This design comes from an exercise in tuning for small area, a short achievable clock period and few clock cycles on the open sky130 flow, not from production work. Only simulation tests tie the RTL to the original design; equivalence was not proved.

==> flow/design.v (excerpt) <==
module pn_evaluator (
    input  wire                         clk,
    input  wire                         rst_n,
    input  wire [1:0]                   mode,
    input  wire                         operator,
    input  wire [pn_pkg::operand_w-1:0] in,
    input  wire                         in_valid,
    output logic                        out_valid,
    output pn_pkg::result_t             out
);
Size in the first run: about 1800 cells after synthesis, about 150 flip-flops, ~0.015 sq mm of cells after synthesis.
clock: 9.0 ns
lec_check: 0
abc_clock_period_in_ps: 3000
cap_margin: 20
core_margin: 2
core_utilization: 40
setup_slack_margin: 3.5
slew_margin: 20
tns_end_percent: 100
run.sh (not shown) runs the stock make flow with config.mk's settings and CLKGATE_MAP_FILE= SYNTH_SCRIPT=/design/flow/synth_recipe.tcl, a recipe that flattens the netlist after the stock synthesis.
Testbench counts at the start, summed over its fixed seeds: cycles 11,704.
Edit:
--- a/flow/design.v
+++ b/flow/design.v
@@ -483,32 +483,33 @@
     wire take  = cur_v & ~casc;
     wire t_op  = take & cur_op;
     wire t_opd = take & ~cur_op;
     wire fpush  = t_op & (idle | pre_q);
     wire pf_op  = t_op & ~idle & ~pre_q & ~bur_q;
     wire pb_op  = t_op & ~idle & ~pre_q & bur_q;
     wire top_l  = f_v[0] & f_l[0];
     wire qb_red = t_opd & ~idle & pre_q & bur_q & top_l & ~pend;
     wire pend_n = casc | (t_opd & ~idle & pre_q & ~bur_q & (pend | top_l));
     logic [1:0]  alu_op;
     logic [15:0] a, b, sum, r;
+    wire         sub = (alu_op == 2'd1);
     assign alu_op = pre_q ? f_op[0] : cur_x[1:0];
     assign a   = v[1];
     assign b   = v[0];
-    assign sum = a + b;
+    assign sum = a + (b ^ {16{sub}}) + {15'd0, sub};
     logic [15:0] prod;
     mul16lo mul_inst (.a(a), .b(b), .p(prod));
     always_comb begin
         case (alu_op)
             2'd0:    r = sum;
-            2'd1:    r = a - b;
+            2'd1:    r = sum;
             2'd2:    r = prod;
             default: r = sum[15] ? -sum : sum;
         endcase
     end
     logic [2:0]    bl, br;
     logic [1:0]    bop;
     logic signed [BW-1:0] bres;
     assign bl  = pre_q ? vlo[0] : vlo[1];
     assign br  = pre_q ? in : vlo[0];
     assign bop = pre_q ? f_op[0] : in[1:0];
     always_comb begin
Effect: Synthesized area came out lower by about 1.6%; global-route usage went down by 0.71 points; fmax rises by 1.7%; clock-buffer cell count decreases by 4; final area rises by about 3.7%; routed wire length is lower by about 3.3%; via count goes down by 1.4%; critical path depth increases by 2; worst setup slack gains 0.096 ns; sequential share of layout area came out lower by 0.91 points; utilization grows by 2.1 points; first-iteration DRC count went down by about 24%.
Testbench counts after the change, summed over its fixed seeds: cycles 11,704.


the previous run:
pn_evaluator, a different RTL version from the one above (not shown whole).
Size in the first run: ~150 flip-flops, about 0.015 mm² of cells after synthesis.
Settings: LEC_CHECK=0, ABC_CLOCK_PERIOD_IN_PS=3000, CAP_MARGIN=20, CORE_MARGIN=2, CORE_UTILIZATION=40, SETUP_SLACK_MARGIN=3.5, SLEW_MARGIN=20, TNS_END_PERCENT=100; clock period 9.0 ns.
Testbench counts of the previous run, summed over its fixed seeds: cycles 11,704.
Input-level comparison between the current run and the previous run:
diff --git a/flow/design.v b/flow/design.v
--- a/flow/design.v
+++ b/flow/design.v
@@ -444,26 +444,30 @@
     localparam logic [1:0] S_RECV = 2'd1;
     localparam logic [1:0] S_WAIT = 2'd2;
     localparam logic [1:0] S_EMIT = 2'd3;
     logic [1:0] st;
     logic       pre_q;     
     logic       bur_q;     
     logic       pend;      
     logic       first_pending;
     logic [15:0] vhi [0:VW-1];
     logic [2:0]  vlo [0:VD-1];
-    logic [FD-1:0] f_v;
+    logic [2:0]    f_n;    
+    logic [1:0]    f_v;    
+    assign f_v = {f_n[2] | f_n[1], f_n != 3'd0};
     logic [FD-1:0] f_l;
     logic [1:0]    f_op [0:FD-1];
     logic [3:0]    q [0:QD-1];
     logic [1:0]    qcnt;
     logic [3:0]    lval;
+    logic [37:0]   bx, bx_n;
+    logic [3:0]    lf;
     wire idle  = (st == S_IDLE);
     wire recv  = (st == S_RECV);
     wire waits = (st == S_WAIT);
     wire emit  = (st == S_EMIT);
     logic [15:3]    hs [0:1];
     logic [VT-1:VW] vt;
     wire            wide_up = |vhi[VW-1][15:3];
     logic [15:0] v [0:VD+1];
     always_comb begin
         for (int i = 0; i < VD + 2; i++) begin
@@ -482,31 +486,30 @@
     wire t_op  = take & cur_op;
     wire t_opd = take & ~cur_op;
     wire fpush  = t_op & (idle | pre_q);
     wire pf_op  = t_op & ~idle & ~pre_q & ~bur_q;
     wire pb_op  = t_op & ~idle & ~pre_q & bur_q;
     wire top_l  = f_v[0] & f_l[0];
     wire qb_red = t_opd & ~idle & pre_q & bur_q & top_l & ~pend;
     wire pend_n = casc | (t_opd & ~idle & pre_q & ~bur_q & (pend | top_l));
     logic [1:0]  alu_op;
     logic [15:0] a, b, sum, r;
-    wire         sub = (alu_op == 2'd1);
     assign alu_op = pre_q ? f_op[0] : cur_x[1:0];
     assign a   = v[1];
     assign b   = v[0];
-    assign sum = a + (b ^ {16{sub}}) + {15'd0, sub};
+    assign sum = a + b;
     logic [15:0] prod;
     mul16lo mul_inst (.a(a), .b(b), .p(prod));
     always_comb begin
         case (alu_op)
             2'd0:    r = sum;
-            2'd1:    r = sum;
+            2'd1:    r = a - b;
             2'd2:    r = prod;
             default: r = sum[15] ? -sum : sum;
         endcase
     end
     logic [2:0]    bl, br;
     logic [1:0]    bop;
     logic signed [BW-1:0] bres;
     assign bl  = pre_q ? vlo[0] : vlo[1];
     assign br  = pre_q ? in : vlo[0];
     assign bop = pre_q ? f_op[0] : in[1:0];
@@ -553,29 +556,29 @@
         end else if (!redx && (pop1 || pb_op)) begin
             if (vt[VW]) hs[0] <= hs[1];
             vt <= {1'b0, vt[VT-1:VW+1]};
         end
         if (bur_q && !idle) begin
             {vhi[VW-1][14:3], hs[1], hs[0]} <= bx_n;
         end
     end
     always_ff @(posedge clk or negedge rst_n) begin
         if (!rst_n) begin
-            f_v <= '0;
+            f_n <= '0;
         end else if (idle) begin
-            if (take) f_v <= {{(FD-1){1'b0}}, cur_op};
+            if (take) f_n <= {2'd0, cur_op};
         end else if (red) begin
-            if (!t_op) f_v <= {1'b0, f_v[FD-1:1]};
+            if (!t_op) f_n <= f_n - 3'd1;
         end else if (fpush) begin
-            f_v <= {f_v[FD-2:0], 1'b1};
+            f_n <= f_n + 3'd1;
         end else if (qb_red) begin
-            f_v <= {1'b0, f_v[FD-1:1]};
+            f_n <= f_n - 3'd1;
         end
     end
     always_ff @(posedge clk) begin
         if (idle) begin
             f_op[0] <= cur_x[1:0];
             f_l[0]  <= 1'b0;
         end else if (red) begin
             if (t_op) begin
                 f_op[0] <= cur_x[1:0];
                 f_l[0]  <= 1'b0;
@@ -631,24 +634,22 @@
         if (!full) begin
             if (!lval[0])      wr[0] = 1'b1;
             else if (!lval[1]) wr[1] = 1'b1;
             else if (!lval[2]) wr[2] = 1'b1;
             else               wr[3] = 1'b1;
         end else if (pre_q && !flag_new) begin
             wr = lf;
         end
         if (!ins) wr = '0;
     end
-    logic [37:0] bx, bx_n;
     assign bx = {vhi[VW-1][14:3], hs[1], hs[0]};
     logic signed [BW-1:0] lv [0:3];
-    logic [3:0] lf;
     logic bf [0:3][0:3];
     function automatic int bf_bit(input int i, input int j);
         bf_bit = (i == 0) ? 31 + j : (i == 1) ? 33 + j : 37;
     endfunction
     always_comb begin
         for (int j = 0; j < 4; j++) begin
             lv[j] = bx[7*j +: BW];
             lf[j] = bx[28 + j];
         end
         for (int i = 0; i < 4; i++) begin
@@ -694,21 +695,20 @@
             lval <= '0;
         end else if (idle) begin
             lval <= '0;
         end else if (present) begin
             lval <= lval & ~sel;
         end else begin
             lval <= lval | wr;
         end
     end
     wire done = ~pend & ~qnz;
-    wire endc = recv & ~in_valid;
     always_ff @(posedge clk or negedge rst_n) begin
         if (!rst_n) begin
             st            <= S_IDLE;
             pre_q         <= 1'b0;
             bur_q         <= 1'b0;
             pend          <= 1'b0;
             first_pending <= 1'b0;
         end else begin
             pend <= pend_n;
             if (flag_new) first_pending <= 1'b0;
Results
Shortest period the worst path allows ends up higher on the current run.
On total via count in the routed design: between the previous run and the current run, it ends up lower for the previous run.
The current run reports its dominant combinational cell family by area after synthesis as adder cells while the previous run reports simple AND/OR/NAND/NOR gates.
Beginning of the critical path = in[1]: the previous run; beginning of the critical path = vlo[0][0]: the current run
Summary of the current run over the previous run: worst-case reg-to-reg path depth higher, design area roughly the same, global routing usage on met3 higher.
Filler-free cell count of the finished design is higher on the current run
[the current run vs the previous run] placed instance area: higher in the current run
The run with more routed wire is the current run, not the previous run.
Lower multi-input combinational area share among the previous run and the current run: the previous run
Of the two values seen for cell with the biggest individual delay on the critical path, sky130_fd_sc_hd__fa_1 was produced by the current run and sky130_fd_sc_hd__or3_1 by the previous run.
Compared the current run against the previous run; clock-pin slew on the worst setup and hold paths within noise.
Comparing gate count of the mapped netlist for the previous run and the current run, the smaller number came from the previous run.
No stage failed in the current run, and the final checks on the layout all came back clean.
The previous run: full flow OK, the timing, design-rule and antenna checks passed
Testbench counts of the current run, summed over its fixed seeds: cycles 11,704.

-- afterwards: timing with drivers on the ports --
The flow's constraints put no driver on any port. The routed layouts listed below were extracted and timed again, unchanged, in two steps. Step 1 sets driving cells, clkbuf_16 on the clock port and buf_2 on the other inputs (assumed; they add their load-dependent delay and slew). Step 2, shift: input delay + t, output delay - t, t = (earliest + latest rising clock arrival at the registers) / 2. This alone moves slack from input paths to output paths. Three values: ideal, step 1, step 2; two values: the first two.
run	t, ns	setup slack, ns	worst setup path at the end	latest minus earliest clock arrival (ns)
the first run of note 1	0.478	3.388 / 3.388 / 3.237	input to register	0.015 / 0.015
the second run of note 1	0.484	3.484 / 3.484 / 3.105	input to register	0.010 / 0.010
the previous run	0.486	3.580 / 3.609 / 3.123	input to register	0.010 / 0.010
the current run	0.481	3.485 / 3.483 / 3.247	input to register	0.009 / 0.010
After both steps every run listed still meets setup and hold. The setup slack of the previous run, which loses most, moves by +0.029 ns with the drivers and by -0.457 ns with both steps.
